From an optimization exercise on the open Yosys and OpenROAD flow, aimed at small area, a short achievable clock period and few clock cycles per item; shortcuts taken in it are not production practice. In this exercise RTL edits were held to simulation tests only and were not proved equivalent to the original. Power and IR drop assume default switching activity.

[design/flow/config.mk]
export PLATFORM = sky130hd
export DESIGN_NAME = mosaic_scroll_pixel_remap_core
export DESIGN_NICKNAME = mosaic_scroll_pixel_remap_core
export VERILOG_FILES = /design/flow/design.v
export SDC_FILE = /design/flow/constraint.sdc
export NUM_CORES = 4
export LEC_CHECK = 0
export ABC_AREA = 1
export CAP_MARGIN = 20
export CORE_MARGIN = 2
export CORE_UTILIZATION = 40
export SETUP_SLACK_MARGIN = 2.0
export SLEW_MARGIN = 20
[design/flow/flow/run.sh]
#!/bin/bash
# The standard layout (the standard.sh, unchanged synthesis and steps),
# with two changes to how the layout is made:
#  - buffer_ports buffers every input and output port with
#    sky130_fd_sc_hd__buf_1 instead of the delay cell it picks by default;
#  - clock tree synthesis does not add dummy loads, and clusters up to 16 sinks per leaf buffer.
set -euo pipefail
export BUFFER_PORTS_ARGS="-buffer_cell sky130_fd_sc_hd__buf_1"
export CTS_ARGS="-sink_clustering_enable -repair_clock_nets -dont_use_dummy_load -sink_clustering_size 16 -sink_clustering_max_diameter 60 -buf_list {sky130_fd_sc_hd__clkbuf_8}"
bash standard.sh > standard_flow.log 2>&1
[design/flow/standard.sh]
#!/bin/bash
# synth_recipe.tcl (not shown) runs the flow's synth.tcl, then flattens the netlist and writes it again
# the make line also repeats each setting of config.mk as NAME=value (left out here)
make -C /OpenROAD-flow-scripts/flow DESIGN_CONFIG=/design/flow/config.mk WORK_HOME=/design/flow/orfs CLKGATE_MAP_FILE= SYNTH_SCRIPT=/design/flow/synth_recipe.tcl "${@:-finish}"
[design/flow/design.v]
package msr_pkg;
    function automatic logic [11:0] div_step(input logic [3:0] r, input logic [7:0] q,
                                             input logic [3:0] dm);
        logic [4:0] t;
        logic [5:0] s;
        t = {r, q[7]};
        s = {1'b0, t} + {2'b01, ~dm};
        div_step = {s[5] ? s[3:0] : t[3:0], q[6:0], s[5]};
    endfunction
    function automatic logic [11:0] mul8x4(input logic [7:0] c, input logic [3:0] n);
        logic [11:0] a0, a1, a2, a3;
        logic [11:0] s1, k1, s2, k2;
        a0 = {4'd0, c & {8{n[0]}}};
        a1 = {3'd0, c & {8{n[1]}}, 1'b0};
        a2 = {2'd0, c & {8{n[2]}}, 2'b0};
        a3 = {1'd0, c & {8{n[3]}}, 3'b0};
        s1 = a0 ^ a1 ^ a2;
        k1 = {((a0 & a1) | (a0 & a2) | (a1 & a2)), 1'b0};
        s2 = s1 ^ k1 ^ a3;
        k2 = {((s1 & k1) | (s1 & a3) | (k1 & a3)), 1'b0};
        mul8x4 = s2 + k2;
    endfunction
endpackage
module mosaic_scroll_pixel_remap_core (
    input  logic                 clk,
    input  logic                 rst_n,
    input  logic                 start,
    output logic                 busy,
    input  logic                 req_type,
    input  logic [8:0]           dest_x,
    input  logic [7:0]           dest_y,
    input  logic [4:0]           tile_size,
    input  logic [9:0]           cur_scroll_x,
    input  logic [9:0]           snap_scroll_x,
    input  logic [9:0]           cur_scroll_y,
    input  logic [9:0]           snap_scroll_y,
    input  logic                 track_scroll,
    input  logic [31:0]          pixel_in,
    output logic                 done,
    output logic                 write_enable,
    output logic [8:0]           source_x,
    output logic [7:0]           source_y,
    output logic [31:0]          pixel_out,
    input  logic                 cfg_we,
    input  logic [2:0]           cfg_index,
    input  logic [9:0]           cfg_data
);
    logic [8:0] wm1_reg;
    logic [7:0] hm1_reg;
    logic [8:0] m_reg;
    logic [3:0] num_reg;
    logic [3:0] dm1_reg;
    logic       ext_reg;
    logic       keep_reg;    
    logic [3:0] nb_reg;      
    logic       keep_n;
    logic       keep_d;
    assign keep_n = (dm1_reg == 4'd15) || (cfg_data[3:0] > dm1_reg);
    assign keep_d = (cfg_data[3:0] == 4'd0) || (num_reg >= cfg_data[3:0]);
    always_ff @(posedge clk or negedge rst_n)
    begin
        if (!rst_n)
        begin
            wm1_reg  <= 9'd255;
            hm1_reg  <= 8'd223;
            m_reg    <= 9'd64;
            num_reg  <= 4'd15;
            dm1_reg  <= 4'd14;
            ext_reg  <= 1'b0;
            keep_reg <= 1'b1;
            nb_reg   <= 4'd1;
        end
        else if (cfg_we)
        begin
            case (cfg_index)
                3'd0: wm1_reg <= (cfg_data == 10'd0) ? 9'd0
                               : (cfg_data > 10'd512) ? 9'd511 : 9'(cfg_data - 10'd1);
                3'd1: hm1_reg <= (cfg_data[8:0] == 9'd0) ? 8'd0
                               : (cfg_data[8:0] > 9'd256) ? 8'd255 : 8'(cfg_data[8:0] - 9'd1);
                3'd2: m_reg   <= cfg_data[8:0];
                3'd3:
                begin
                    num_reg  <= cfg_data[3:0];
                    keep_reg <= keep_n;
                    nb_reg   <= keep_n ? 4'd1 : cfg_data[3:0];
                end
                3'd4:
                begin
                    dm1_reg  <= cfg_data[3:0] - 4'd1;
                    keep_reg <= keep_d;
                    nb_reg   <= keep_d ? 4'd1 : num_reg;
                end
                3'd5: ext_reg <= cfg_data[0];
                default: ;
            endcase
        end
    end
    logic [3:0] nb;
    logic [3:0] db;
    assign nb = nb_reg;
    assign db = dm1_reg & {4{!keep_reg}};
    assign busy = 1'b0;
    logic [3:0]  sm1_e;
    logic [9:0]  dx_e;
    logic [9:0]  dy_e;
    logic [11:0] p0_e;
    logic [11:0] p1_e;
    logic [11:0] p2_e;
    logic [27:0] side_e;
    logic [9:0]  xm_e;
    logic [10:0] bx_e;
    logic [10:0] by_e;
    logic [8:0]  cu_e;
    always_comb
    begin
        if (tile_size == 5'd0)
            sm1_e = 4'd0;
        else if (tile_size > 5'd16)
            sm1_e = 4'd15;
        else
            sm1_e = 4'(tile_size - 5'd1);
        dx_e = (cur_scroll_x - snap_scroll_x) & {10{track_scroll}};
        dy_e = (cur_scroll_y - snap_scroll_y) & {10{track_scroll}};
        bx_e = {2'b00, dest_x} + {dx_e[9], dx_e};
        by_e = {3'b000, dest_y} + {dy_e[9], dy_e};
        xm_e = {1'b0, dest_x} - {1'b0, m_reg};
        p0_e = msr_pkg::mul8x4(pixel_in[7:0], nb);
        p1_e = msr_pkg::mul8x4(pixel_in[15:8], nb);
        p2_e = msr_pkg::mul8x4(pixel_in[23:16], nb);
        if (req_type)
            side_e = {db, 16'd0, pixel_in[31:24]};
        else
            side_e = {sm1_e, xm_e[9], 1'b0, by_e, bx_e};
        cu_e = xm_e[8:0] ^ {9{xm_e[9]}};
    end
    logic        vld_1;
    logic        typ_1;
    logic [27:0] side_1;
    logic [11:0] p0_1, p1_1, p2_1;
    logic [8:0]  cu_1;
    logic [7:0]  cy_1;
    always_ff @(posedge clk or negedge rst_n)
    begin
        if (!rst_n)
            vld_1 <= 1'b0;
        else
            vld_1 <= start;
    end
    always_ff @(posedge clk)
    begin
        typ_1  <= req_type;
        side_1 <= side_e;
        p0_1   <= p0_e;
        p1_1   <= p1_e;
        p2_1   <= p2_e;
        cu_1   <= cu_e;
        cy_1   <= dest_y;
    end
    logic [3:0]  r0_1, r1_1, r2_1;
    logic [7:0]  q0_1, q1_1, q2_1;
    always_comb
    begin
        if (typ_1)
        begin
            r0_1 = p0_1[11:8];
            q0_1 = p0_1[7:0];
            r1_1 = p1_1[11:8];
            q1_1 = p1_1[7:0];
            r2_1 = p2_1[11:8];
            q2_1 = p2_1[7:0];
        end
        else
        begin
            r0_1 = {3'b000, cu_1[8] & (side_1[27:24] != 4'd0)};
            q0_1 = cu_1[7:0];
            r1_1 = 4'd0;
            q1_1 = 8'd0;
            r2_1 = 4'd0;
            q2_1 = cy_1;
        end
    end
    logic [3:0]  r0_1_0;
    logic [7:0]  q0_1_0;
    assign {r0_1_0, q0_1_0} = msr_pkg::div_step(r0_1, q0_1, side_1[27:24]);
    logic [3:0]  r1_1_0;
    logic [7:0]  q1_1_0;
    assign {r1_1_0, q1_1_0} = msr_pkg::div_step(r1_1, q1_1, side_1[27:24]);
    logic [3:0]  r2_1_0;
    logic [7:0]  q2_1_0;
    assign {r2_1_0, q2_1_0} = msr_pkg::div_step(r2_1, q2_1, side_1[27:24]);
    logic [3:0]  r0_1_1;
    logic [7:0]  q0_1_1;
    assign {r0_1_1, q0_1_1} = msr_pkg::div_step(r0_1_0, q0_1_0, side_1[27:24]);
    logic [3:0]  r1_1_1;
    logic [7:0]  q1_1_1;
    assign {r1_1_1, q1_1_1} = msr_pkg::div_step(r1_1_0, q1_1_0, side_1[27:24]);
    logic [3:0]  r2_1_1;
    logic [7:0]  q2_1_1;
    assign {r2_1_1, q2_1_1} = msr_pkg::div_step(r2_1_0, q2_1_0, side_1[27:24]);
    logic        oob_1;
    logic [27:0] side_1n;
    always_comb
    begin
        oob_1 = !ext_reg && (side_1[10] || side_1[21]
                || (side_1[9:0] > {1'b0, wm1_reg}) || (side_1[20:11] > {2'b00, hm1_reg}));
        side_1n = {side_1[27:23], oob_1 && !typ_1, side_1[21:0]};
    end
    logic        vld_2;
    logic        typ_2;
    logic [27:0] side_2;
    logic [3:0]  r0_2, r1_2, r2_2;
    logic [7:0]  q0_2, q1_2, q2_2;
    always_ff @(posedge clk or negedge rst_n)
    begin
        if (!rst_n)
            vld_2 <= 1'b0;
        else
            vld_2 <= vld_1;
    end
    always_ff @(posedge clk)
    begin
        typ_2 <= typ_1;
        side_2 <= side_1n;
        r0_2 <= r0_1_1;
        q0_2 <= q0_1_1;
        r1_2 <= r1_1_1;
        q1_2 <= q1_1_1;
        r2_2 <= r2_1_1;
        q2_2 <= q2_1_1;
    end
    logic [3:0]  r0_2_0;
    logic [7:0]  q0_2_0;
    assign {r0_2_0, q0_2_0} = msr_pkg::div_step(r0_2, q0_2, side_2[27:24]);
    logic [3:0]  r1_2_0;
    logic [7:0]  q1_2_0;
    assign {r1_2_0, q1_2_0} = msr_pkg::div_step(r1_2, q1_2, side_2[27:24]);
    logic [3:0]  r2_2_0;
    logic [7:0]  q2_2_0;
    assign {r2_2_0, q2_2_0} = msr_pkg::div_step(r2_2, q2_2, side_2[27:24]);
    logic [3:0]  r0_2_1;
    logic [7:0]  q0_2_1;
    assign {r0_2_1, q0_2_1} = msr_pkg::div_step(r0_2_0, q0_2_0, side_2[27:24]);
    logic [3:0]  r1_2_1;
    logic [7:0]  q1_2_1;
    assign {r1_2_1, q1_2_1} = msr_pkg::div_step(r1_2_0, q1_2_0, side_2[27:24]);
    logic [3:0]  r2_2_1;
    logic [7:0]  q2_2_1;
    assign {r2_2_1, q2_2_1} = msr_pkg::div_step(r2_2_0, q2_2_0, side_2[27:24]);
    logic        vld_3;
    logic        typ_3;
    logic [27:0] side_3;
    logic [3:0]  r0_3, r1_3, r2_3;
    logic [7:0]  q0_3, q1_3, q2_3;
    always_ff @(posedge clk or negedge rst_n)
    begin
        if (!rst_n)
            vld_3 <= 1'b0;
        else
            vld_3 <= vld_2;
    end
    always_ff @(posedge clk)
    begin
        typ_3 <= typ_2;
        side_3 <= side_2;
        r0_3 <= r0_2_1;
        q0_3 <= q0_2_1;
        r1_3 <= r1_2_1;
        q1_3 <= q1_2_1;
        r2_3 <= r2_2_1;
        q2_3 <= q2_2_1;
    end
    logic [3:0]  r0_3_0;
    logic [7:0]  q0_3_0;
    assign {r0_3_0, q0_3_0} = msr_pkg::div_step(r0_3, q0_3, side_3[27:24]);
    logic [3:0]  r1_3_0;
    logic [7:0]  q1_3_0;
    assign {r1_3_0, q1_3_0} = msr_pkg::div_step(r1_3, q1_3, side_3[27:24]);
    logic [3:0]  r2_3_0;
    logic [7:0]  q2_3_0;
    assign {r2_3_0, q2_3_0} = msr_pkg::div_step(r2_3, q2_3, side_3[27:24]);
    logic [3:0]  r0_3_1;
    logic [7:0]  q0_3_1;
    assign {r0_3_1, q0_3_1} = msr_pkg::div_step(r0_3_0, q0_3_0, side_3[27:24]);
    logic [3:0]  r1_3_1;
    logic [7:0]  q1_3_1;
    assign {r1_3_1, q1_3_1} = msr_pkg::div_step(r1_3_0, q1_3_0, side_3[27:24]);
    logic [3:0]  r2_3_1;
    logic [7:0]  q2_3_1;
    assign {r2_3_1, q2_3_1} = msr_pkg::div_step(r2_3_0, q2_3_0, side_3[27:24]);
    logic        vld_4;
    logic        typ_4;
    logic [27:0] side_4;
    logic [3:0]  r0_4, r1_4, r2_4;
    logic [7:0]  q0_4, q1_4, q2_4;
    always_ff @(posedge clk or negedge rst_n)
    begin
        if (!rst_n)
            vld_4 <= 1'b0;
        else
            vld_4 <= vld_3;
    end
    always_ff @(posedge clk)
    begin
        typ_4 <= typ_3;
        side_4 <= side_3;
        r0_4 <= r0_3_1;
        q0_4 <= q0_3_1;
        r1_4 <= r1_3_1;
        q1_4 <= q1_3_1;
        r2_4 <= r2_3_1;
        q2_4 <= q2_3_1;
    end
    logic [3:0]  r0_4_0;
    logic [7:0]  q0_4_0;
    assign {r0_4_0, q0_4_0} = msr_pkg::div_step(r0_4, q0_4, side_4[27:24]);
    logic [3:0]  r1_4_0;
    logic [7:0]  q1_4_0;
    assign {r1_4_0, q1_4_0} = msr_pkg::div_step(r1_4, q1_4, side_4[27:24]);
    logic [3:0]  r2_4_0;
    logic [7:0]  q2_4_0;
    assign {r2_4_0, q2_4_0} = msr_pkg::div_step(r2_4, q2_4, side_4[27:24]);
    logic [3:0]  r0_4_1;
    logic [7:0]  q0_4_1;
    assign {r0_4_1, q0_4_1} = msr_pkg::div_step(r0_4_0, q0_4_0, side_4[27:24]);
    logic [3:0]  r1_4_1;
    logic [7:0]  q1_4_1;
    assign {r1_4_1, q1_4_1} = msr_pkg::div_step(r1_4_0, q1_4_0, side_4[27:24]);
    logic [3:0]  r2_4_1;
    logic [7:0]  q2_4_1;
    assign {r2_4_1, q2_4_1} = msr_pkg::div_step(r2_4_0, q2_4_0, side_4[27:24]);
    logic        vld_5;
    logic        typ_5;
    logic [27:0] side_5;
    logic [3:0]  r0_5, r1_5, r2_5;
    logic [7:0]  q0_5, q1_5, q2_5;
    always_ff @(posedge clk or negedge rst_n)
    begin
        if (!rst_n)
            vld_5 <= 1'b0;
        else
            vld_5 <= vld_4;
    end
    always_ff @(posedge clk)
    begin
        typ_5 <= typ_4;
        side_5 <= side_4;
        r0_5 <= r0_4_1;
        q0_5 <= q0_4_1;
        r1_5 <= r1_4_1;
        q1_5 <= q1_4_1;
        r2_5 <= r2_4_1;
        q2_5 <= q2_4_1;
    end
    logic [3:0]  fx_f;
    logic [10:0] ex_f;
    logic [10:0] ey_f;
    logic        negx_f, overx_f, negy_f, overy_f;
    logic [8:0]  sx_f;
    logic [7:0]  sy_f;
    logic        we_f;
    always_comb
    begin
        fx_f  = side_5[23] ? (side_5[27:24] - r0_5) : r0_5;
        ex_f    = side_5[10:0] + {2'b11, ~wm1_reg};
        ey_f    = side_5[21:11] + {3'b111, ~hm1_reg};
        negx_f  = side_5[10] || (side_5[9:4] == 6'd0 && side_5[3:0] < fx_f);
        overx_f = !ex_f[10] && (ex_f[9:4] != 6'd0 || ex_f[3:0] >= fx_f);
        negy_f  = side_5[21] || (side_5[20:15] == 6'd0 && side_5[14:11] < r2_5);
        overy_f = !ey_f[10] && (ey_f[9:4] != 6'd0 || ey_f[3:0] >= r2_5);
        if (overx_f)
            sx_f = wm1_reg;
        else if (negx_f)
            sx_f = 9'd0;
        else
            sx_f = side_5[8:0] - {5'd0, fx_f};
        if (overy_f)
            sy_f = hm1_reg;
        else if (negy_f)
            sy_f = 8'd0;
        else
            sy_f = side_5[18:11] - {4'd0, r2_5};
        we_f = !typ_5 && !side_5[22];
    end
    logic        done_r;
    logic        we_r;
    logic [8:0]  sx_r;
    logic [7:0]  sy_r;
    logic [31:0] px_r;
    always_ff @(posedge clk or negedge rst_n)
    begin
        if (!rst_n)
            done_r <= 1'b0;
        else
            done_r <= vld_5;
    end
    always_ff @(posedge clk)
    begin
        we_r <= we_f;
        sx_r <= sx_f & {9{we_f}};
        sy_r <= sy_f & {8{we_f}};
        px_r <= typ_5 ? {side_5[7:0], q2_5, q1_5, q0_5} : 32'd0;
    end
    assign done         = done_r;
    assign write_enable = we_r;
    assign source_x     = sx_r;
    assign source_y     = sy_r;
    assign pixel_out    = px_r;
endmodule
[design/flow/constraint.sdc]
create_clock -name core_clock -period 5.5 [get_ports {clk}]
set_input_delay 1.1000 -clock core_clock [delete_from_list [all_inputs] [get_ports {clk}]]
set_output_delay 1.1000 -clock core_clock [all_outputs]
set_load 0.01 [all_outputs]
==> implementation parameters, run 1 <==
Parameter                              Value

Run status
  Status    complete, no violations

Logic synthesis
  Share of the yosys chip area belonging to registers    41.0%
  Post-synthesis async set-or-reset flop share    10.6%
  Synth Instances    2584
  Post-Syn Area    21800 um^2
  Syn_nets    3007
  Number of warnings printed during yosys synthesis    1
  Number of flops mapped to enable cells by yosys    0
  Main synth FF type    sky130_fd_sc_hd__dfxtp_1
  Number of unique standard cell types used by synthesis    55
  Seq cells post-synth    433
  Mean Syn Cell Area    8.42 um^2

Timing
  Worst-case setup margin in the final layout    2130 ps
  Worst-case hold slack    323 ps
  Maximum clock frequency    296 MHz
  Unrepaired setup endpoints after global routing    no
  Final Hold Violating Endpoints    0
  Post-layout min period    3370 ps
  Fraction of the cycle the final worst path needs    61.3%
  Slew of the pin with the lowest slew margin    1060 ps
  Accumulated negative setup slack    0 ps
  Headroom to the max-slew limit    29.2%
  Worst clock skew on the final layout    56.0 ps
  Final-report setup violation count    0
  Number of pins exceeding their max-slew limit in the final report    0

GRT
  Global-route usage over all layers    18.0%
  Initial antenna violation count    4
  Met2 demand-to-capacity share in global routing    28.6%
  Gr ovfl total    0
  Fraction of met1 tracks used by global routing    24.5%
  First-pass GRT wire length    81300 um
  Vias in the first global route    16300
  Largest net degree at the start of global routing    47
  Gr busiest metal    met2
  Met3 demand-to-capacity share in global routing    3.03%

Die
  Die outline width    237 um
  Core footprint    53800 um^2
  FP Rows    85
  Initial Util    40.4%
  I/O Pins    165
  Floorplan die area    56300 um^2
  Die height    237 um

Route
  Post-route DRC violation count    0
  Vias per cell    4.76
  Detailed Routing Iterations Pass 1    5
  Post-DRT Antenna Nets    0
  Detailed-route via count    16500
  1st-iter DRT viols    810
  Detail-routed net length per standard cell    14.6 um
  Drt total wl    50600 um

Setup path
  WP data required    6000 ps
  Kind of cell with the highest combined delay on the critical path    adder cells
  Most common cell type on the critical path    sky130_fd_sc_hd__nand2_1
  Logic depth of the worst path, buffers included    15
  Slowest cell delay on critical path    640 ps
  Critical path class    register to register
  Number of buffers and inverters on the critical path    2
  Slowest CP cell    sky130_fd_sc_hd__dfstp_4
  Arrival time at the worst endpoint    3870 ps
  Startpoint type of the worst setup path    register
  CP endpoint kind    register
  Maximum fanout along the worst path    7
  Cell-by-cell listing of the critical path    buf_4 > nand2_1 > fa_1 > inv_1 > fa_1 > ha_4 > a21oi_1 > nand2_1 > nand2_1 > nand2_1 > nand2_1 > a21boi_0 > o21ai_0 > nand2_1 > xor2_1
  Number of cells traversed by the worst register-to-register path    15

Finish
  Area growth from synthesis to layout    10.1%
  Nets    3198
  Most flops, register    px_r
  Utilization after layout    44.5%
  Fraction of layout instances using a drive strength above 1    5.59%
  Leading cell types in the layout, fill and taps excluded    613 x sky130_fd_sc_hd__nand2_1, 420 x sky130_fd_sc_hd__inv_1, 385 x sky130_fd_sc_hd__dfxtp_1
  Most common library cell in the layout ignoring fill and taps    sky130_fd_sc_hd__nand2_1
  Number of flip-flops in the largest register    32

Placement
  Half-perimeter wire length after placement    40200 um
  Buffers added on ports    163
  Pre-CTS setup slack    1480 ps
  RD Place Congestion    0.908

Clocking
  TritonCTS clock tree    built
  Clock tree buffer depth    3
  Buffer cell driving the clock tree root    sky130_fd_sc_hd__clkbuf_8
  Worst-path clk slew    100 ps
  Sink count of the clock tree    433
  Clock latency on the worst-skew pair    610 ps
  Number of buffers created by CTS    38
  Cts-stage hold buffer count    0
  Maximum level of the CTS H-tree    2

Run
  Max_cap viols    0

Worst hold path
  Hold/Removal Path Class    register to register
  Hold Path Depth    0

Power
  Static leakage    12.3 nW
  Worst IR drop on VDD    0.187 mV
  Power per cell area    510 nW/um^2
==> what timing repair did <==
action | 4_1_cts | 5_1_grt
setup endpoints to repair | 18 | 34
resized for setup | 9 | 25
buffers inserted | 3 | 13
==> routing by layer <==
metal | vias to the layer above | routed length (um) | part of all wire [%]
met3 | 94 | 2880 | 5.7
met2 | 328 | 22300 | 44
met1 | 7561 | 23900 | 47
li1 | 8544 | - | -
met5 | - | 11 | 0.022
met4 | 2 | 1570 | 3.1
==> synth_stat cells (all sizes together), types with 6 or more instances <==
| cell type | count | share of area, % |
|---|---|---|
| clkbuf | 25 | 0.43 |
| a21oi | 136 | 3.1 |
| o311ai | 6 | 0.24 |
| inv | 426 | 7.3 |
| nor3 | 19 | 0.46 |
| o21a | 8 | 0.28 |
| a31oi | 18 | 0.55 |
| dfrtp | 21 | 2.4 |
| xnor2 | 27 | 1.1 |
| xor2 | 57 | 2.3 |
| nand3b | 6 | 0.21 |
| a21o | 8 | 0.28 |
| mux2 | 10 | 0.52 |
| nand3 | 102 | 2.4 |
| nor2 | 152 | 2.7 |
| nand2 | 622 | 11 |
| o21ai | 123 | 2.9 |
| dfstp | 25 | 3.0 |
| ha | 235 | 14 |
| or3 | 6 | 0.17 |
| or2 | 11 | 0.32 |
| a21boi | 11 | 0.38 |
| fa | 75 | 6.9 |
| buf | 8 | 0.22 |
| dfxtp | 387 | 36 |
| o22ai | 16 | 0.46 |
| nand4 | 17 | 0.49 |
==> power breakdown <==
part	total (W)	switching (W)	internal, W
logic	0.00600	0.00355	0.00245
registers	0.00463	0.000459	0.00417
clock network	0.00159	0.000974	0.000619
total	0.0122	0.00498	0.00724
==> kinds of logic after synthesis <==
| family | after synthesis | synth area share (%) |
|---|---|---|
| other | 1 | 0.0172 |
| buffers and inverters | 461 | 8.03 |
| adder cells (fa/ha/maj) | 310 | 20.4 |
| flip-flops | 433 | 41.0 |
| AND/OR/NAND/NOR | 940 | 17.7 |
| XOR/XNOR | 84 | 3.38 |
| multiplexers | 10 | 0.517 |
| AO/OA/AOI/OAI | 345 | 8.87 |
==> final timing paths <==
path	from	endpoint	slack [ps]
hold / removal	side_3[24]	side_4[24]	320
setup / recovery	nb_reg[0]	p2_1[10]	2130
setup reg to reg	nb_reg[0]	p2_1[10]	2130
min in group asynchronous	rst_n	vld_4	590
max in group asynchronous	rst_n	nb_reg[2]	4420
hold reg to reg	side_3[24]	side_4[24]	320
==> final cells by class <==
cell class | count | area (um^2)
fill | 5368 | 29900
tap | 696 | 871
timing repair buffer | 184 | 806
antenna | 2 | 5.00
sequential | 433 | 8940
inverter | 428 | 1630
clock buffer | 38 | 523
multi-input combinational | 1690 | 11200
==> metrics by stage <==
stage | instance area (um^2) | total power, W | instances
2_1_floorplan | 21800 | 0.00909 | 2584
3_3_place_gp | 23200 | 0.0103 | 3415
3_5_place_dp | 23200 | 0.0106 | 3415
4_1_cts | 23700 | 0.0122 | 3456
5_1_grt | 24000 | 0.0135 | 3470
6_report | 24000 | 0.0122 | 3471
Testbench counts, summed over its fixed seeds: cycles 13,184, items 12,800.
==> inputs of run 2 (changes only) <==
--- a/design/flow/config.mk
+++ b/design/flow/config.mk
@@ -11,3 +11,3 @@
 export CORE_UTILIZATION = 40
-export SETUP_SLACK_MARGIN = 2.0
+export SETUP_SLACK_MARGIN = 2.3
 export SLEW_MARGIN = 20
==> run 2 against run 1 <==
  * Still clean
  * Sequential cell count stayed put
  * Synthesized area unchanged
  * Die area is the same
  * Cell area is 2.7% higher
  * Critical path type unchanged
==> implementation parameters, run 2 <==
Parameter                              Value

Run status
  Status    complete, no violations

Route
  1st-iter DRT viols    912 (+13%)
  Drt total wl    51300 um (+1.4%)
  Vias per cell    4.76 (about the same)
  Detail-routed net length per standard cell    14.6 um (+0.41%)
  Post-route DRC violation count    0 (unchanged)
  Detailed Routing Iterations Pass 1    5 (unchanged)
  Post-DRT Antenna Nets    0 (unchanged)
  Detailed-route via count    16700 (+1.0%)

Timing
  Final-report setup violation count    0 (unchanged)
  Maximum clock frequency    314 MHz (+5.9%)
  Number of pins exceeding their max-slew limit in the final report    0 (unchanged)
  Worst clock skew on the final layout    69.6 ps (+13.6 ps)
  Slew of the pin with the lowest slew margin    994 ps (-66.3 ps)
  Accumulated negative setup slack    0 ps (unchanged)
  Unrepaired setup endpoints after global routing    yes
  Worst-case setup margin in the final layout    2310 ps (+188 ps)
  Final Hold Violating Endpoints    0 (unchanged)
  Headroom to the max-slew limit    33.7% (+4.4 points)
  Fraction of the cycle the final worst path needs    57.9% (-3.4 points)
  Post-layout min period    3190 ps (-188 ps)

Logic synthesis
  Post-Syn Area    21800 um^2 (unchanged)
  Xor/xnor cell area share of the yosys netlist    3.38% (unchanged)
  Main synth FF type    sky130_fd_sc_hd__dfxtp_1
  Number of unique standard cell types used by synthesis    55 (unchanged)
  Main combinational cell family by area after synthesis    adder cells
  Cell type with the largest total area after synthesis    sky130_fd_sc_hd__dfxtp_1
  Cells taking the most area after synthesis    sky130_fd_sc_hd__dfxtp_1 36%, sky130_fd_sc_hd__ha_1 14%, sky130_fd_sc_hd__nand2_1 11%
  Syn_nets    3007 (unchanged)
  Top cell types by occurrence after synthesis    613 x sky130_fd_sc_hd__nand2_1, 425 x sky130_fd_sc_hd__inv_1, 387 x sky130_fd_sc_hd__dfxtp_1
  Seq cells post-synth    433 (unchanged)
  Synthesized-area fraction occupied by and/or/nand/nor cells    17.7% (unchanged)
  Proportion of synthesized area in mux cells    0.517% (unchanged)
  Synth Instances    2584 (unchanged)
  Most frequent cell after synthesis    sky130_fd_sc_hd__nand2_1
  Post-synthesis async set-or-reset flop share    10.6% (unchanged)
  Number of flops mapped to enable cells by yosys    0 (unchanged)
  Fraction of synthesized cell area taken by the top area cell type    35.6% (unchanged)
  Share of the yosys chip area belonging to registers    41.0% (unchanged)
  Fraction of the mapped netlist area in compound gates    8.87% (unchanged)
  Share of synthesized cell area in full adder, half adder and majority cells    20.4% (unchanged)
  Number of warnings printed during yosys synthesis    1 (unchanged)
  Mean Syn Cell Area    8.42 um^2 (unchanged)

Finish
  Most flops, register    px_r
  Most common library cell in the layout ignoring fill and taps    sky130_fd_sc_hd__nand2_1
  Fraction of layout instances using a drive strength above 1    9.84% (+4.2 points)
  Register area    8960 um^2 (+0.14%)
  Nets    3231 (+1.0%)
  Number of flip-flops in the largest register    32 (unchanged)
  Number of inserted filler cells in the final layout    5231 (-2.6%)
  Area growth from synthesis to layout    13.1%
  Leading cell types in the layout, fill and taps excluded    598 x sky130_fd_sc_hd__nand2_1, 402 x sky130_fd_sc_hd__inv_1, 381 x sky130_fd_sc_hd__dfxtp_1
  Area used by multi-input combinational logic    11500 um^2 (+2.9%)
  Utilization after layout    45.7% (+1.2 points)

Setup path
  Slowest cell delay on critical path    720 ps (+80 ps)
  Worst R2R End    p1_1[11]
  Logic depth of the worst path, buffers included    14 (-1)
  R2r startpoint    nb_reg[0]
  Number of buffers and inverters on the critical path    3 (+1)
  Cell-by-cell listing of the critical path    buf_12 > nand2_4 > fa_1 > inv_2 > fa_1 > ha_2 > inv_2 > fa_2 > o21ai_2 > nand2_1 > nand2_1 > a21oi_2 > o21ai_1 > a21o_1
  Critical path class    register to register
  CP endpoint kind    register
  Startpoint type of the worst setup path    register
  Arrival time at the worst endpoint    3750 ps (-120 ps)
  WP data required    6060 ps (+60 ps)
  Slowest CP cell    sky130_fd_sc_hd__dfstp_4
  Maximum fanout along the worst path    6 (-1)
  Register-to-register path setup slack    2310 ps (+190 ps)
  Kind of cell with the highest combined delay on the critical path    adder cells
  Number of cells traversed by the worst register-to-register path    14 (-1)

Power
  Power per cell area    510 nW/um^2 (about the same)
  NetSw    0.00512 W (+2.8%)
  Clock power frac    12.4% (-0.6 points)
  Seq pwr share    36.9% (-1.0 points)
  Static leakage    12.6 nW (+1.8%)
  Switching share of total power    40.8% (about the same)
  Cell internal power dissipation    0.00743 W (+2.6%)
  Combinational power share    50.6% (+1.5 points)
  Worst IR drop on VDD    0.180 mV (-3.6%)

Clocking
  Maximum level of the CTS H-tree    2 (unchanged)
  Clock tree buffer depth    3 (unchanged)
  Buffer cell driving the clock tree root    sky130_fd_sc_hd__clkbuf_8
  Number of buffers created by CTS    37 (-2.6%)
  TritonCTS clock tree    built
  Sink count of the clock tree    433 (unchanged)
  Worst-path clk slew    90 ps (about the same)
  Clock latency on the worst-skew pair    610 ps (about the same)

Die
  Die outline width    237 um (unchanged)
  I/O Pins    165 (unchanged)
  FP Rows    85 (unchanged)
  Die height    237 um (unchanged)
  Core footprint    53800 um^2 (unchanged)
  Floorplan die area    56300 um^2 (unchanged)
  Initial Util    40.4% (unchanged)

GRT
  Initial antenna violation count    6 (+2)
  Fraction of met1 tracks used by global routing    23.9% (-0.63 points)
  Global-route usage over all layers    17.9% (-0.10 points)
  Largest net degree at the start of global routing    47 (unchanged)
  First-pass GRT wire length    81400 um (+0.12%)
  Met2 demand-to-capacity share in global routing    29.8% (+1.2 points)
  Met3 demand-to-capacity share in global routing    2.82% (-0.21 points)
  Vias in the first global route    16500 (+1.2%)
  Gr busiest metal    met2
  Gr ovfl total    0 (unchanged)

Run
  Max_cap viols    0 (unchanged)

Worst hold path
  Hold/Removal Path Class    register to register
  Hold path start    q1_3[3]
  Hold endpoint    q1_4[5]
  Hold Path Depth    0 (unchanged)

Placement
  RD Place Congestion    0.885 (-2.5%)
  Buffers added on ports    163 (unchanged)
  Half-perimeter wire length after placement    39900 um (-0.78%)
  Pre-CTS setup slack    1620 ps (+140 ps)
## run 2: cell counts after synthesis
Identical to the previous run, type by type.
## run 2: metrics by stage
stage / hold WS, ps / power [W] / instance area, um^2 / cells
final: 296 / 0.0126 / 24600 / 3506
after global routing: 293 / 0.0138 / 24600 / 3506
after CTS: 294 / 0.0124 / 24100 / 3477
after detailed placement: 312 / 0.0106 / 23300 / 3418
after global placement: 310 / 0.0104 / 23300 / 3418
after floorplan: 310 / 0.00918 / 21900 / 2584
## run 2: layout make-up
type | count | share of cell area (%)
sequential | 433 | 36.4
tap | 696 | 3.54
multi-input combinational | 1691 | 46.8
timing repair buffer | 217 | 4.51
clock buffer | 37 | 2.07
antenna | 4 | 0.0407
inverter | 428 | 6.68
## run 2: worst max path at each step
stage	startpoint	end	slack (ps)
floorplan	pixel_in[1]	p0_1[11]	2120
global placement	pixel_in[17]	p2_1[11]	1760
detailed placement	typ_1	r0_2[3]	1620
CTS	typ_1	r0_2[3]	2290
global route	nb_reg[0]	p1_1[11]	2130
finish	nb_reg[0]	p1_1[11]	2310
## run 2: power groups by stage
| stage | logic [W] | registers [W] | clock network, W |
|---|---|---|---|
| after floorplan | 0.00465 | 0.00453 | 0 |
| after global placement | 0.00568 | 0.00470 | 0 |
| after detailed placement | 0.00593 | 0.00472 | 0 |
| after CTS | 0.00610 | 0.00464 | 0.00164 |
| after global routing | 0.00735 | 0.00472 | 0.00174 |
| final | 0.00635 | 0.00463 | 0.00156 |
## run 2: worst reg2reg max path, delay by kind of cell (launching register included)
family | cells | cell delay (ps)
fa+ha+maj | 4 | 1510
flops | 1 | 720
compound gates | 4 | 460
buf+inv | 3 | 240
simple gates | 3 | 200
## run 2: cells by family (layout without fill, tap and decap cells)
logic type,Yosys count,in the layout
AO/OA/AOI/OAI,345,345
XOR/XNOR,84,84
adder cells (fa/ha/maj),310,310
buffers and inverters,461,682
flip-flops,433,433
multiplexers,10,10
other,1,5
AND/OR/NAND/NOR,940,941
## run 2: routing by layer
layer | routed length [um] | part of all wire, % | vias up
li1 | - | - | 8624
met1 | 24200 | 47 | 7651
met2 | 23400 | 46 | 336
met3 | 2270 | 4.4 | 87
met4 | 1500 | 2.9 | 4
met5 | 23 | 0.045 | -
## run 2: timing repair
action,CTS,global route
hold buffers,0,0
endpoints found under the hold margin,0,0
cloned,0,3
setup endpoints to repair,41,77
pin swaps,18,53
setup buffers,22,22
resized for setup,28,90
==> inputs of run 3 (changes only) <==
--- a/design/flow/config.mk
+++ b/design/flow/config.mk
@@ -11,3 +11,3 @@
 export CORE_UTILIZATION = 40
-export SETUP_SLACK_MARGIN = 2.3
+export SETUP_SLACK_MARGIN = 2.15
 export SLEW_MARGIN = 20
==> run 3 against run 2 <==
  * Cell count decreased by 0.74%
  * Setup slack got worse by 7.5 ps
  * Total power decreased by 2.1%
  * Worst hold slack got worse by 17 ps
  * Clock power about the same
  * Combinational power decreased by 4.3%
==> implementation parameters, run 3 <==
Parameter                              Value

Timing
  Maximum clock frequency    313 MHz (-0.24%)
  Post-layout min period    3190 ps (+7.52 ps)
  Fraction of the cycle the final worst path needs    58.1% (+0.14 points)
  Accumulated negative setup slack    0 ps (unchanged)
  Slew of the pin with the lowest slew margin    993 ps (-1.31 ps)
  Unrepaired setup endpoints after global routing    yes
  Final-report setup violation count    0 (unchanged)
  Number of pins exceeding their max-slew limit in the final report    0 (unchanged)
  Headroom to the max-slew limit    33.8% (+0.087 points)
  Worst-case hold slack    279 ps (-16.9 ps)
  Final Hold Violating Endpoints    0 (unchanged)
  Worst clock skew on the final layout    59.7 ps (-9.89 ps)

Logic synthesis
  Seq cells post-synth    433 (unchanged)
  Mean Syn Cell Area    8.42 um^2 (unchanged)
  Share of the yosys chip area belonging to registers    41.0% (unchanged)
  Number of warnings printed during yosys synthesis    1 (unchanged)
  Post-synthesis async set-or-reset flop share    10.6% (unchanged)
  Main combinational cell family by area after synthesis    adder cells
  Synthesized-area fraction occupied by and/or/nand/nor cells    17.7% (unchanged)
  Number of flops mapped to enable cells by yosys    0 (unchanged)
  Share of synthesized cell area in full adder, half adder and majority cells    20.4% (unchanged)
  Fraction of the mapped netlist area in compound gates    8.87% (unchanged)
  Top cell types by occurrence after synthesis    613 x sky130_fd_sc_hd__nand2_1, 425 x sky130_fd_sc_hd__inv_1, 387 x sky130_fd_sc_hd__dfxtp_1
  Cells taking the most area after synthesis    sky130_fd_sc_hd__dfxtp_1 36%, sky130_fd_sc_hd__ha_1 14%, sky130_fd_sc_hd__nand2_1 11%
  Post-Syn Area    21800 um^2 (unchanged)
  Syn_nets    3007 (unchanged)
  Number of unique standard cell types used by synthesis    55 (unchanged)
  Cell type with the largest total area after synthesis    sky130_fd_sc_hd__dfxtp_1
  Synth Instances    2584 (unchanged)
  Xor/xnor cell area share of the yosys netlist    3.38% (unchanged)
  Main synth FF type    sky130_fd_sc_hd__dfxtp_1
  Fraction of synthesized cell area taken by the top area cell type    35.6% (unchanged)
  Most frequent cell after synthesis    sky130_fd_sc_hd__nand2_1
  Proportion of synthesized area in mux cells    0.517% (unchanged)

Route
  Detailed Routing Iterations Pass 1    6 (+1)
  Vias per cell    4.74 (-0.46%)
  Post-route DRC violation count    0 (unchanged)
  1st-iter DRT viols    696 (-24%)
  Detail-routed net length per standard cell    14.5 um (-1.2%)
  Post-DRT Antenna Nets    0 (unchanged)
  Detailed-route via count    16500 (-1.2%)
  Drt total wl    50300 um (-2.0%)

GRT
  Vias in the first global route    16400 (-0.55%)
  Gr ovfl total    0 (unchanged)
  First-pass GRT wire length    80800 um (-0.79%)
  Largest net degree at the start of global routing    47 (unchanged)
  Initial antenna violation count    6 (unchanged)
  Global-route usage over all layers    17.7% (-0.17 points)

Setup path
  Most common cell type on the critical path    sky130_fd_sc_hd__nand2_1
  Cell-by-cell listing of the critical path    buf_12 > nand2_1 > fa_1 > inv_1 > fa_1 > ha_4 > a21oi_1 > nand2_1 > nand2_1 > nand2_1 > nand2_1 > a21boi_1 > o21ai_0 > nand2_1 > xor2_1
  Slowest CP cell    sky130_fd_sc_hd__dfstp_4
  Critical path class    register to register
  Register-to-register path setup slack    2310 ps (about the same)
  Number of buffers and inverters on the critical path    2 (-1)
  Maximum fanout along the worst path    6 (unchanged)
  WP data required    6010 ps (-50 ps)
  Kind of cell with the highest combined delay on the critical path    adder cells
  Arrival time at the worst endpoint    3700 ps (-50 ps)
  Slowest cell delay on critical path    670 ps (-50 ps)
  Startpoint type of the worst setup path    register
  CP endpoint kind    register

Power
  Cell internal power dissipation    0.00728 W (-2.0%)
  NetSw    0.00500 W (-2.4%)
  Combinational power share    49.5% (-1.1 points)
  Worst IR drop on VDD    0.161 mV (-11%)
  Switching share of total power    40.7% (-0.096 points)
  Seq pwr share    37.6% (+0.7 points)
  Clock power frac    12.9% (+0.5 points)
  Power per cell area    508 nW/um^2 (-0.27%)
  Static leakage    12.4 nW (-1.3%)

Clocking
  Number of buffers created by CTS    38 (+2.7%)
  Maximum level of the CTS H-tree    2 (unchanged)
  Worst-path clk slew    90 ps (about the same)
  Sink count of the clock tree    433 (unchanged)
  Cts-stage hold buffer count    0 (unchanged)
  Buffer cell driving the clock tree root    sky130_fd_sc_hd__clkbuf_8
  TritonCTS clock tree    built
  Clock latency on the worst-skew pair    620 ps (about the same)
  Clock tree buffer depth    3 (unchanged)

Finish
  Leading cell types in the layout, fill and taps excluded    609 x sky130_fd_sc_hd__nand2_1, 414 x sky130_fd_sc_hd__inv_1, 384 x sky130_fd_sc_hd__dfxtp_1
  Number of inserted filler cells in the final layout    5373 (+2.7%)
  Count of placed standard cells in the final layout, fillers left out    3480 (-0.74%)
  Design Area, Final    24200 um^2 (-1.9%)
  Area growth from synthesis to layout    11.0%
  Number of flip-flops in the largest register    32 (unchanged)
  Fraction of layout instances using a drive strength above 1    6.62% (-3.2 points)
  Most flops, register    px_r
  Most common library cell in the layout ignoring fill and taps    sky130_fd_sc_hd__nand2_1
  Nets    3206 (-0.77%)

Die
  Die height    237 um (unchanged)
  Die outline width    237 um (unchanged)
  Floorplan die area    56300 um^2 (unchanged)
  Initial Util    40.4% (unchanged)
  Core footprint    53800 um^2 (unchanged)
  FP Rows    85 (unchanged)
  I/O Pins    165 (unchanged)

Placement
  Number of placed instances with taps included    3417 (-0.029%)
  RD Place Congestion    0.894 (+1.0%)
  Buffers added on ports    163 (unchanged)
  Half-perimeter wire length after placement    39900 um (about the same)
  Standard cell area after detailed placement    23300 um^2 (-0.23%)

Run
  Max_cap viols    0 (unchanged)

Run status
  Status    complete, no violations

Worst hold path
  Hold/Removal Path Class    register to register
[run 3: cell counts after synthesis]
No cell type changed its count.
[run 3: worst paths after layout]
path	start	end	depth (start not counted)
setup / recovery	nb_reg[0]	p2_1[10]	15
max in group asynchronous	rst_n	nb_reg[1]	2
min in group asynchronous	rst_n	done_r	2
setup reg to reg	nb_reg[0]	p2_1[10]	15
hold reg to reg	q1_3[3]	q1_4[5]	0
hold / removal	q1_3[3]	q1_4[5]	0
[run 3: kinds of logic after synthesis]
logic type | after synthesis
and+or+nand+nor | 940
buffers and inverters | 461
DFF | 433
AOI/OAI and AO/OA | 345
adders and majority gates | 310
xor gates and xnor gates | 84
muxes | 10
other | 1
[run 3: timing repair]
action,4_1_cts,5_1_grt
resized for setup,12,40
setup buffers,4,17
setup endpoints to repair,18,61
gates cloned,0,1
pin swaps,0,2
[run 3: power by group through the flow]
stage / clock network, W / registers, W / logic, W
after global placement: 0 / 0.00469 / 0.00568
after CTS: 0.00167 / 0.00464 / 0.00599
after global routing: 0.00177 / 0.00471 / 0.00711
after detailed placement: 0 / 0.00470 / 0.00594
final: 0.00158 / 0.00462 / 0.00608
after floorplan: 0 / 0.00453 / 0.00464
[run 3: final cells by class]
type                    count  area (um^2)  share of cell area (%)
clock buffers              38          523                    2.17
well taps                 696          871                    3.61
repair buffers            192          891                    3.69
inverters                 428         1630                    6.76
flip-flops and latches    433         8950                    37.1
diodes                      3         7.51                  0.0311
multi-input cells        1690        11300                    46.7
[run 3: routing by layer]
layer / global-route usage (%) / part of all wire [%] / up-vias
met5: 0 / 0.081 / -
met4: 6.65 / 3.0 / 6
met3: 2.45 / 4.7 / 92
met2: 28.8 / 45 / 317
met1: 23.9 / 48 / 7510
li1: - / - / 8577
[run 3: per-stage QoR]
stage / power [W] / worst slack [ps] / util, %
detailed placement: 0.0106 / 1680 / 43.2
floorplan: 0.00916 / 2120 / -
finish: 0.0123 / 2310 / 44.9
CTS: 0.0123 / 2150 / 44.3
global route: 0.0136 / 2100 / 44.9
global placement: 0.0104 / 1790 / 43.2
==> inputs of run 4 (changes only) <==
--- a/design/flow/config.mk
+++ b/design/flow/config.mk
@@ -11,2 +11,3 @@
 export CORE_UTILIZATION = 40
+export GPL_TIMING_DRIVEN = 0
 export SETUP_SLACK_MARGIN = 2.15
==> run 4 against run 3 <==
  * Register-to-register slack worse by 30 ps
  * Global-route usage rose by 0.20 points
  * Cell area grew 0.97%
  * First-iteration DRC count is 15% higher
  * Combinational power up 3%
  * Via count grew 0.25%
  * Synthesized area unchanged
  * Highest routed layer unchanged
==> implementation parameters, run 4 <==
Parameter                              Value

Logic synthesis
  Main synth FF type    sky130_fd_sc_hd__dfxtp_1
  Cells taking the most area after synthesis    sky130_fd_sc_hd__dfxtp_1 36%, sky130_fd_sc_hd__ha_1 14%, sky130_fd_sc_hd__nand2_1 11%
  Most frequent cell after synthesis    sky130_fd_sc_hd__nand2_1
  Main combinational cell family by area after synthesis    adder cells
  Mean Syn Cell Area    8.42 um^2 (unchanged)
  Post-Syn Area    21800 um^2 (unchanged)
  Number of flops mapped to enable cells by yosys    0 (unchanged)
  Number of warnings printed during yosys synthesis    1 (unchanged)
  Syn_nets    3007 (unchanged)
  Fraction of the mapped netlist area in compound gates    8.87% (unchanged)
  Post-synthesis async set-or-reset flop share    10.6% (unchanged)
  Proportion of synthesized area in mux cells    0.517% (unchanged)
  Share of the yosys chip area belonging to registers    41.0% (unchanged)
  Cell type with the largest total area after synthesis    sky130_fd_sc_hd__dfxtp_1
  Number of unique standard cell types used by synthesis    55 (unchanged)
  Top cell types by occurrence after synthesis    613 x sky130_fd_sc_hd__nand2_1, 425 x sky130_fd_sc_hd__inv_1, 387 x sky130_fd_sc_hd__dfxtp_1
  Seq cells post-synth    433 (unchanged)
  Synth Instances    2584 (unchanged)
  Share of synthesized cell area in full adder, half adder and majority cells    20.4% (unchanged)
  Synthesized-area fraction occupied by and/or/nand/nor cells    17.7% (unchanged)
  Xor/xnor cell area share of the yosys netlist    3.38% (unchanged)
  Fraction of synthesized cell area taken by the top area cell type    35.6% (unchanged)

Clocking
  Buffer cell driving the clock tree root    sky130_fd_sc_hd__clkbuf_8
  Clock latency on the worst-skew pair    630 ps (about the same)
  Maximum level of the CTS H-tree    2 (unchanged)
  Cts-stage hold buffer count    0 (unchanged)
  Number of buffers created by CTS    36 (-5.3%)
  TritonCTS clock tree    built
  Worst-path clk slew    100 ps (about the same)
  Clock tree buffer depth    3 (unchanged)
  Sink count of the clock tree    433 (unchanged)

Finish
  Fraction of layout instances using a drive strength above 1    7.57% (+0.95 points)
  Area used by multi-input combinational logic    11300 um^2 (+0.21%)
  Number of inserted filler cells in the final layout    5343 (-0.56%)
  Most common library cell in the layout ignoring fill and taps    sky130_fd_sc_hd__nand2_1
  Register area    8940 um^2 (-0.13%)
  Count of placed standard cells in the final layout, fillers left out    3514 (+0.98%)
  Nets    3239 (+1.0%)
  Area growth from synthesis to layout    12.1%
  Number of flip-flops in the largest register    32 (unchanged)
  Most flops, register    px_r
  Leading cell types in the layout, fill and taps excluded    605 x sky130_fd_sc_hd__nand2_1, 413 x sky130_fd_sc_hd__inv_1, 384 x sky130_fd_sc_hd__dfxtp_1

Timing
  Worst-case hold slack    299 ps (+20.9 ps)
  Slew of the pin with the lowest slew margin    679 ps (-314 ps)
  Maximum clock frequency    310 MHz (-1.0%)
  Number of pins exceeding their max-slew limit in the final report    0 (unchanged)
  Final-report setup violation count    0 (unchanged)
  Accumulated negative setup slack    0 ps (unchanged)
  Headroom to the max-slew limit    54.7% (+21 points)
  Unrepaired setup endpoints after global routing    yes
  Worst-case setup margin in the final layout    2270 ps (-32.2 ps)
  Post-layout min period    3230 ps (+32.2 ps)
  Worst clock skew on the final layout    80.7 ps (+21.0 ps)
  Fraction of the cycle the final worst path needs    58.6% (+0.59 points)
  Final Hold Violating Endpoints    0 (unchanged)

Placement
  Number of placed instances with taps included    3443 (+0.76%)
  RD Place Congestion    0.885 (-0.96%)
  Pre-CTS setup slack    1420 ps (-266 ps)
  Half-perimeter wire length after placement    41600 um (+4.1%)
  Buffers added on ports    162 (-0.61%)

Die
  FP Rows    85 (unchanged)
  Floorplan die area    56300 um^2 (unchanged)
  I/O Pins    165 (unchanged)
  Initial Util    40.4% (unchanged)
  Die outline width    237 um (unchanged)
  Die height    237 um (unchanged)
  Core footprint    53800 um^2 (unchanged)

Route
  Drt total wl    50900 um (+1.1%)
  Detailed Routing Iterations Pass 1    6 (unchanged)
  Post-DRT Antenna Nets    0 (unchanged)
  Detail-routed net length per standard cell    14.5 um (+0.15%)
  Post-route DRC violation count    0 (unchanged)
  1st-iter DRT viols    797 (+15%)
  Vias per cell    4.71 (-0.72%)
  Detailed-route via count    16500 (+0.25%)

Power
  Static leakage    12.5 nW (+1.0%)
  Power per cell area    508 nW/um^2 (-0.10%)
  Worst IR drop on VDD    0.190 mV (+18%)

Setup path
  Arrival time at the worst endpoint    3760 ps (+60 ps)
  CP endpoint kind    register
  Startpoint type of the worst setup path    register
  Critical path class    register to register
  Maximum fanout along the worst path    5 (-1)
  WP data required    6030 ps (+20 ps)

GRT
  Initial antenna violation count    6 (unchanged)
  First-pass GRT wire length    81100 um (+0.37%)
  Vias in the first global route    16200 (-1.4%)
  Global-route usage over all layers    17.9% (+0.20 points)
  Largest net degree at the start of global routing    32 (-32%)
  Gr ovfl total    0 (unchanged)

Run
  Max_cap viols    0 (unchanged)

Run status
  Status    complete, no violations

Worst hold path
  Hold/Removal Path Class    register to register
run 4: cell count changes in the layout (fill, tap and decap cells not counted), moves of 5 or more:
cell                       delta
sky130_fd_sc_hd__buf_2        +5
sky130_fd_sc_hd__clkbuf_1    +15
sky130_fd_sc_hd__buf_4        +5
sky130_fd_sc_hd__buf_6        +5
run 4: kinds of logic after synthesis:
kind of cell / after synthesis
XOR/XNOR: 84
multiplexers: 10
AO/OA/AOI/OAI: 345
buffers and inverters: 461
other: 1
AND/OR/NAND/NOR: 940
adder cells (fa/ha/maj): 310
flip-flops: 433
run 4: path summary, 6_finish.rpt:
path,from,end,slack (ps),depth (start not counted)
worst min register to register,side_3[9],side_4[9],300,0
worst max-delay path,nb_reg[0],p0_1[11],2270,15
min in group asynchronous,rst_n,hm1_reg[5],410,1
worst min-delay path,side_3[9],side_4[9],300,0
worst max register to register,nb_reg[0],p0_1[11],2270,15
max in group asynchronous,rst_n,wm1_reg[5],4420,2
run 4: metal layers:
metal  track usage (%)  vias to the layer above  wire (um)
met5                 0                        -         36
met4              7.34                        6       1780
met3              2.60                       90       2230
met2              29.0                      301      22900
met1              24.1                     7504      24000
li1                  -                     8643          -
run 4: critical path, stage by stage (launching register included):
cell	delay [ps]
sky130_fd_sc_hd__dfstp_2	570
sky130_fd_sc_hd__buf_12	130
sky130_fd_sc_hd__buf_6	130
sky130_fd_sc_hd__nand2_1	70
sky130_fd_sc_hd__fa_1	480
sky130_fd_sc_hd__inv_1	50
sky130_fd_sc_hd__fa_1	480
sky130_fd_sc_hd__ha_2	180
sky130_fd_sc_hd__inv_2	40
sky130_fd_sc_hd__fa_2	380
sky130_fd_sc_hd__o21ai_2	170
sky130_fd_sc_hd__nand2_1	70
sky130_fd_sc_hd__nand2_1	80
sky130_fd_sc_hd__a21oi_2	70
sky130_fd_sc_hd__o21ai_1	130
sky130_fd_sc_hd__a21o_1	130
run 4: final cells by class:
cell class              instances  area share (%)
diodes                          4          0.0410
plain buffers                  33            1.01
clock buffers                  36            2.03
inverters                     428            6.65
multi-input cells            1690            46.3
flip-flops and latches        433            36.7
well taps                     696            3.57
repair buffers                194            3.69
run 4: through the flow:
| step | utilization, % | total power (W) | area, um^2 |
|---|---|---|---|
| 2_1_floorplan | - | 0.00916 | 21900 |
| 3_3_place_gp | 43.4 | 0.0104 | 23400 |
| 3_5_place_dp | 43.4 | 0.0107 | 23400 |
| 4_1_cts | 44.6 | 0.0123 | 24000 |
| 5_1_grt | 45.3 | 0.0137 | 24400 |
| 6_report | 45.3 | 0.0124 | 24400 |
run 4: repair_timing:
| item | CTS | global route |
|---|---|---|
| resized for setup | 34 | 55 |
| setup buffers | 3 | 25 |
| pin swaps | 1 | 24 |
| gates cloned | 0 | 3 |
| setup endpoints to repair | 39 | 54 |
run 4: where the power goes:
group          internal (W)  switching, W  total, W
clock network      0.000587      0.000942   0.00153
registers           0.00417      0.000412   0.00458
logic               0.00261       0.00367   0.00628
==> inputs of run 5 (changes only) <==
--- a/design/flow/config.mk
+++ b/design/flow/config.mk
@@ -10,4 +10,3 @@
 export CORE_MARGIN = 2
-export CORE_UTILIZATION = 40
-export GPL_TIMING_DRIVEN = 0
+export CORE_UTILIZATION = 50
 export SETUP_SLACK_MARGIN = 2.15
==> run 5 against run 4 <==
  * Worst hold slack improved by 24 ps
  * Synthesized area did not move
  * Register-to-register slack got worse by 40 ps
  * Clock power barely moved
  * Total power fell by 1.5%
  * Still clean
==> implementation parameters, run 5 <==
Parameter                              Value

Run status
  Status    complete, no violations

Setup path
  CP endpoint kind    register
  Startpoint type of the worst setup path    register
  Critical path class    register to register
  Register-to-register path setup slack    2240 ps (-40 ps)
  Arrival time at the worst endpoint    3760 ps (about the same)
  Maximum fanout along the worst path    7 (+2)
  WP data required    6000 ps (-30 ps)
  Worst R2R End    p0_1[11]
  Number of cells traversed by the worst register-to-register path    14 (-1)
  R2r startpoint    nb_reg[0]

Logic synthesis
  Fraction of synthesized cell area taken by the top area cell type    35.6% (unchanged)
  Fraction of the mapped netlist area in compound gates    8.87% (unchanged)
  Number of flops mapped to enable cells by yosys    0 (unchanged)
  Top cell types by occurrence after synthesis    613 x sky130_fd_sc_hd__nand2_1, 425 x sky130_fd_sc_hd__inv_1, 387 x sky130_fd_sc_hd__dfxtp_1
  Cell type with the largest total area after synthesis    sky130_fd_sc_hd__dfxtp_1
  Proportion of synthesized area in mux cells    0.517% (unchanged)
  Most frequent cell after synthesis    sky130_fd_sc_hd__nand2_1
  Syn_nets    3007 (unchanged)
  Share of the yosys chip area belonging to registers    41.0% (unchanged)
  Mean Syn Cell Area    8.42 um^2 (unchanged)
  Number of warnings printed during yosys synthesis    1 (unchanged)
  Cells taking the most area after synthesis    sky130_fd_sc_hd__dfxtp_1 36%, sky130_fd_sc_hd__ha_1 14%, sky130_fd_sc_hd__nand2_1 11%
  Synthesized-area fraction occupied by and/or/nand/nor cells    17.7% (unchanged)
  Post-synthesis async set-or-reset flop share    10.6% (unchanged)
  Main synth FF type    sky130_fd_sc_hd__dfxtp_1
  Synth Instances    2584 (unchanged)
  Number of unique standard cell types used by synthesis    55 (unchanged)
  Xor/xnor cell area share of the yosys netlist    3.38% (unchanged)
  Main combinational cell family by area after synthesis    adder cells
  Share of synthesized cell area in full adder, half adder and majority cells    20.4% (unchanged)
  Post-Syn Area    21800 um^2 (unchanged)
  Seq cells post-synth    433 (unchanged)

Route
  Detail-routed net length per standard cell    14.4 um (-0.35%)
  Post-route DRC violation count    0 (unchanged)
  Vias per cell    4.87 (+3.5%)
  1st-iter DRT viols    763 (-4.3%)
  Detailed-route via count    16400 (-0.69%)
  Drt total wl    48700 um (-4.3%)
  Post-DRT Antenna Nets    0 (unchanged)
  Detailed Routing Iterations Pass 1    5 (-1)

Finish
  Fraction of layout instances using a drive strength above 1    6.72% (-0.85 points)
  Most common library cell in the layout ignoring fill and taps    sky130_fd_sc_hd__nand2_1
  Leading cell types in the layout, fill and taps excluded    610 x sky130_fd_sc_hd__nand2_1, 413 x sky130_fd_sc_hd__inv_1, 384 x sky130_fd_sc_hd__dfxtp_1
  Area growth from synthesis to layout    10.4%
  Utilization after layout    55.9% (+11 points)
  Nets    3209 (-0.93%)
  Most flops, register    px_r
  Number of inserted filler cells in the final layout    4063 (-24%)
  Count of placed standard cells in the final layout, fillers left out    3373 (-4.0%)
  Number of flip-flops in the largest register    32 (unchanged)

Run
  Max_cap viols    0 (unchanged)

GRT
  Largest net degree at the start of global routing    47 (+47%)
  Vias in the first global route    15800 (-2.3%)
  Gr ovfl total    0 (unchanged)
  Global-route usage over all layers    21.5% (+3.6 points)
  First-pass GRT wire length    77400 um (-4.5%)
  Initial antenna violation count    9 (+3)

Worst hold path
  Hold Path Depth    0 (unchanged)
  Hold endpoint    side_4[7]
  Hold path start    side_3[7]
  Hold/Removal Path Class    register to register

Timing
  Worst-case hold slack    324 ps (+24.1 ps)
  Unrepaired setup endpoints after global routing    yes
  Fraction of the cycle the final worst path needs    59.4% (+0.72 points)
  Slew of the pin with the lowest slew margin    889 ps (+210 ps)
  Accumulated negative setup slack    0 ps (unchanged)
  Worst clock skew on the final layout    33.0 ps (-47.7 ps)
  Headroom to the max-slew limit    40.6% (-14 points)
  Maximum clock frequency    306 MHz (-1.2%)
  Final-report setup violation count    0 (unchanged)
  Post-layout min period    3260 ps (+39.4 ps)
  Final Hold Violating Endpoints    0 (unchanged)
  Number of pins exceeding their max-slew limit in the final report    0 (unchanged)

Power
  Worst IR drop on VDD    0.213 mV (+12%)
  Power per cell area    508 nW/um^2 (about the same)
  Static leakage    12.4 nW (-0.94%)
  Tot Pwr    0.0122 W (-1.5%)

Die
  Die outline width    213 um (-10%)
  FP Rows    76 (-11%)
  Core footprint    43000 um^2 (-20%)
  Floorplan die area    45200 um^2 (-20%)
  I/O Pins    165 (unchanged)
  Die height    213 um (-10%)
  Initial Util    50.6% (+10 points)

Clocking
  Buffer cell driving the clock tree root    sky130_fd_sc_hd__clkbuf_8
  TritonCTS clock tree    built
  Clock tree buffer depth    3 (unchanged)
  Maximum level of the CTS H-tree    2 (unchanged)
  Worst-path clk slew    100 ps (about the same)
  Clock latency on the worst-skew pair    570 ps (-60 ps)
  Number of buffers created by CTS    36 (unchanged)
  Sink count of the clock tree    433 (unchanged)

Placement
  Number of placed instances with taps included    3307 (-4.0%)
  Half-perimeter wire length after placement    38200 um (-8.2%)
  Buffers added on ports    163 (+0.62%)
  RD Place Congestion    0.901 (+1.8%)
==> run 5: cell counts after synthesis <==
No cell type changed its count.
==> run 5: worst max-delay path by stage <==
stage / from / to / slack, ps / depth (start not counted)
6_report: nb_reg[0] / p0_1[11] / 2240 / 14
5_1_grt: nb_reg[0] / p2_1[10] / 2100 / 15
4_1_cts: nb_reg[2] / p1_1[11] / 2180 / 14
3_5_place_dp: track_scroll / side_1[10] / 1670 / 16
3_3_place_gp: cur_scroll_y[0] / side_1[20] / 1760 / 18
2_1_floorplan: pixel_in[1] / p0_1[11] / 2120 / 13
==> run 5: cells by family (layout without fill, tap and decap cells) <==
| kind of cell | after synthesis | after routing |
|---|---|---|
| and+or+nand+nor | 940 | 940 |
| buffers and inverters | 461 | 661 |
| DFF | 433 | 433 |
| AOI/OAI and AO/OA | 345 | 345 |
| adders and majority gates | 310 | 310 |
| xor gates and xnor gates | 84 | 84 |
| muxes | 10 | 10 |
| other | 1 | 5 |
==> run 5: area by class of cell <==
cell class	count	area [um^2]	area share, %
tap	585	732	3.05
inverter	428	1630	6.77
antenna	4	10.0	0.0417
multi-input combinational	1690	11300	46.9
timing repair buffer	197	938	3.91
clock buffer	36	495	2.06
sequential	433	8950	37.3
==> run 5: metrics by stage <==
stage / setup slack (ps) / cell area (um^2)
2_1_floorplan: 2120 / 21900
3_3_place_gp: 1760 / 23100
3_5_place_dp: 1670 / 23100
4_1_cts: 2180 / 23700
5_1_grt: 2100 / 24000
6_report: 2240 / 24000
==> run 5: per-layer routing <==
metal | vias up | track usage [%] | wire, um
li1 | 8573 | - | -
met1 | 7428 | 31.3 | 24500
met2 | 352 | 33.5 | 20900
met3 | 75 | 2.50 | 2060
met4 | 2 | 6.66 | 1170
met5 | - | 0 | 16
==> run 5: repair_timing <==
item,4_1_cts,5_1_grt
hold buffers,0,0
resized for setup,9,36
gates cloned,0,1
endpoints found under the setup margin,21,44
pin swaps,0,2
buffers inserted,5,20
==> run 5: report_power, final <==
group	switching [W]	internal [W]	total (W)
clock network	0.000955	0.000589	0.00154
logic	0.00358	0.00249	0.00607
registers	0.000420	0.00417	0.00459
==> run 5: critical path, cell delays in order (launching register included) <==
cell and delay, ps:
sky130_fd_sc_hd__dfstp_4 650, sky130_fd_sc_hd__buf_4 200, sky130_fd_sc_hd__nand2_1 90, sky130_fd_sc_hd__fa_1 480
sky130_fd_sc_hd__inv_1 50, sky130_fd_sc_hd__fa_1 500, sky130_fd_sc_hd__ha_2 190, sky130_fd_sc_hd__inv_2 40
sky130_fd_sc_hd__fa_2 380, sky130_fd_sc_hd__o21ai_2 160, sky130_fd_sc_hd__nand2_1 70, sky130_fd_sc_hd__nand2_1 80
sky130_fd_sc_hd__a21oi_2 70, sky130_fd_sc_hd__o21ai_1 130, sky130_fd_sc_hd__a21o_1 120
==> inputs of run 6 (changes only) <==
--- a/design/flow/flow/run.sh
+++ b/design/flow/flow/run.sh
@@ -5,3 +5,4 @@
 #    sky130_fd_sc_hd__buf_1 instead of the delay cell it picks by default;
-#  - clock tree synthesis does not add dummy loads, and clusters up to 16 sinks per leaf buffer.
+#  - clock tree synthesis does not add dummy loads, and clusters up to 16 sinks per leaf buffer;
+#  - after global routing, cells off the critical paths are downsized (RECOVER_POWER).
 set -euo pipefail
@@ -9,2 +10,3 @@
 export CTS_ARGS="-sink_clustering_enable -repair_clock_nets -dont_use_dummy_load -sink_clustering_size 16 -sink_clustering_max_diameter 60 -buf_list {sky130_fd_sc_hd__clkbuf_8}"
+export RECOVER_POWER=100
 bash standard.sh > standard_flow.log 2>&1
--- a/design/flow/config.mk
+++ b/design/flow/config.mk
@@ -10,3 +10,3 @@
 export CORE_MARGIN = 2
-export CORE_UTILIZATION = 50
+export CORE_UTILIZATION = 40
 export SETUP_SLACK_MARGIN = 2.15
==> run 6 against run 5 <==
  * The layout now fails its checks (max-capacitance violations, max-slew violations)
  * Highest routed layer unchanged
  * Register-to-register slack got worse by 760 ps
  * Synthesized area unchanged
  * Largest power group unchanged
  * Via count is 0.36% higher
  * Sequential power hardly changed
  * Clock-buffer cell count increased by 2
  * Cell area fell by 0.29%
==> implementation parameters, run 6 <==
Parameter                              Value

Run status
  Status    complete, but fails checks
  Fail Reasons    max-capacitance violations, max-slew violations

Placement
  RD Place Congestion    0.894 (-0.77%)
  Buffers added on ports    163 (unchanged)
  Standard cell area after detailed placement    23300 um^2 (+0.57%)

Timing
  Number of pins exceeding their max-slew limit in the final report    100 (+100)
  Post-layout min period    4020 ps (+757 ps)
  Worst-case hold slack    280 ps (-43.7 ps)
  Slew of the pin with the lowest slew margin    2770 ps (+1880 ps)
  Fraction of the cycle the final worst path needs    73.1% (+14 points)
  Final Hold Violating Endpoints    0 (unchanged)
  Headroom to the max-slew limit    -84.9% (-130 points)
  Worst clock skew on the final layout    58.1 ps (+25.2 ps)

Logic synthesis
  Syn_nets    3007 (unchanged)
  Number of unique standard cell types used by synthesis    55 (unchanged)
  Fraction of synthesized cell area taken by the top area cell type    35.6% (unchanged)
  Share of the yosys chip area belonging to registers    41.0% (unchanged)
  Mean Syn Cell Area    8.42 um^2 (unchanged)
  Number of flops mapped to enable cells by yosys    0 (unchanged)
  Post-Syn Area    21800 um^2 (unchanged)
  Main synth FF type    sky130_fd_sc_hd__dfxtp_1
  Number of warnings printed during yosys synthesis    1 (unchanged)

Setup path
  Worst R2R End    r0_2[2]
  Arrival time at the worst endpoint    4490 ps (+730 ps)
  Register-to-register path setup slack    1480 ps (-760 ps)

Power
  Worst IR drop on VDD    0.159 mV (-26%)
  Power per cell area    508 nW/um^2 (-0.11%)

Finish
  Leading cell types in the layout, fill and taps excluded    612 x sky130_fd_sc_hd__nand2_1, 417 x sky130_fd_sc_hd__inv_1, 387 x sky130_fd_sc_hd__dfxtp_1
  Nets    3206 (-0.093%)
  Number of flip-flops in the largest register    32 (unchanged)
  Most flops, register    px_r

Die
  Initial Util    40.4% (-10 points)
  Die height    237 um (+12%)
  Floorplan die area    56300 um^2 (+24%)
  I/O Pins    165 (unchanged)

Worst hold path
  Hold/Removal Path Class    register to register
  Hold path start    q1_3[3]

Route
  WL met2    22500 um (+7.6%)
  Routed wl met3    2240 um (+8.7%)
  Top layer reached by signal wires    met5
  Post-DRT Antenna Nets    0 (unchanged)
  Detail-routed net length per standard cell    14.5 um (+0.30%)

Clocking
  Buffer cell driving the clock tree root    sky130_fd_sc_hd__clkbuf_8
  Number of buffers created by CTS    38 (+5.6%)
  TritonCTS clock tree    built
  Clock tree buffer depth    3 (unchanged)

GRT
  Gr ovfl total    0 (unchanged)
  Global-route usage over all layers    17.7% (-3.8 points)

Run
  Max_cap viols    3 (+3)
==> run 6: layer usage <==
| metal | GRT usage, % | vias up |
|---|---|---|
| met5 | 0 | - |
| met4 | 6.65 | 6 |
| met3 | 2.45 | 92 |
| met2 | 28.8 | 311 |
| met1 | 23.9 | 7507 |
| li1 | - | 8573 |
==> run 6: per-stage QoR <==
step / setup slack, ps / util [%]
finish: 1480 / 44.5
global route: 1050 / 44.5
CTS: 2150 / 44.3
detailed placement: 1680 / 43.2
global placement: 1790 / 43.2
floorplan: 2120 / -
==> run 6: power breakdown <==
part           switching, W  internal, W  total (W)
clock network      0.000970     0.000619    0.00159
logic               0.00354      0.00241    0.00596
registers          0.000436      0.00417    0.00461
==> run 6: kinds of logic after synthesis <==
group	count (synthesis)	synth area share, %
buf+inv	461	8.03
flops	433	41.0
other cells	1	0.0172
xor+xnor	84	3.38
simple gates	940	17.7
mux	10	0.517
fa+ha+maj	310	20.4
compound gates	345	8.87
==> run 6: timing repair <==
action	in CTS	in global routing
gates resized for setup	12	40
setup buffers	4	17
hold endpoints to repair	0	0
endpoints found under the setup margin	18	61
cloned	0	1
pin swaps	0	2
==> run 6: worst max-delay path by stage <==
stage	cells past startpoint	endpoint	start	slack, ps
finish	17	r0_2[2]	typ_1	1480
global route	18	r0_2[3]	typ_1	1050
CTS	14	p0_1[10]	nb_reg[0]	2150
detailed placement	16	side_1[8]	track_scroll	1680
global placement	14	p1_1[11]	pixel_in[9]	1790
floorplan	13	p0_1[11]	pixel_in[1]	2120
==> run 6: critical path, stage by stage (launching register included) <==
cell and delay, ps:
sky130_fd_sc_hd__dfxtp_1 430, sky130_fd_sc_hd__clkinvlp_2 560, sky130_fd_sc_hd__nand3_1 340, sky130_fd_sc_hd__nand2_1 130, sky130_fd_sc_hd__ha_1 210, sky130_fd_sc_hd__a21o_1 180
sky130_fd_sc_hd__a31oi_1 180, sky130_fd_sc_hd__nor2_1 90, sky130_fd_sc_hd__nor2_1 350, sky130_fd_sc_hd__nor2_1 90, sky130_fd_sc_hd__a31oi_1 330, sky130_fd_sc_hd__ha_4 280
sky130_fd_sc_hd__a21oi_1 140, sky130_fd_sc_hd__nand2_1 100, sky130_fd_sc_hd__a21oi_1 140, sky130_fd_sc_hd__nand2_1 130, sky130_fd_sc_hd__inv_1 150, sky130_fd_sc_hd__o21ai_0 100
==> run 6: area by class of cell <==
class / count / area, um^2
Antenna cell: 3 / 7.51
Clock buffer: 38 / 523
Fill cell: 5413 / 29900
Inverter: 428 / 1620
Multi-Input combinational cell: 1690 / 11200
Sequential cell: 433 / 8940
Tap cell: 696 / 871
Timing Repair Buffer: 192 / 802
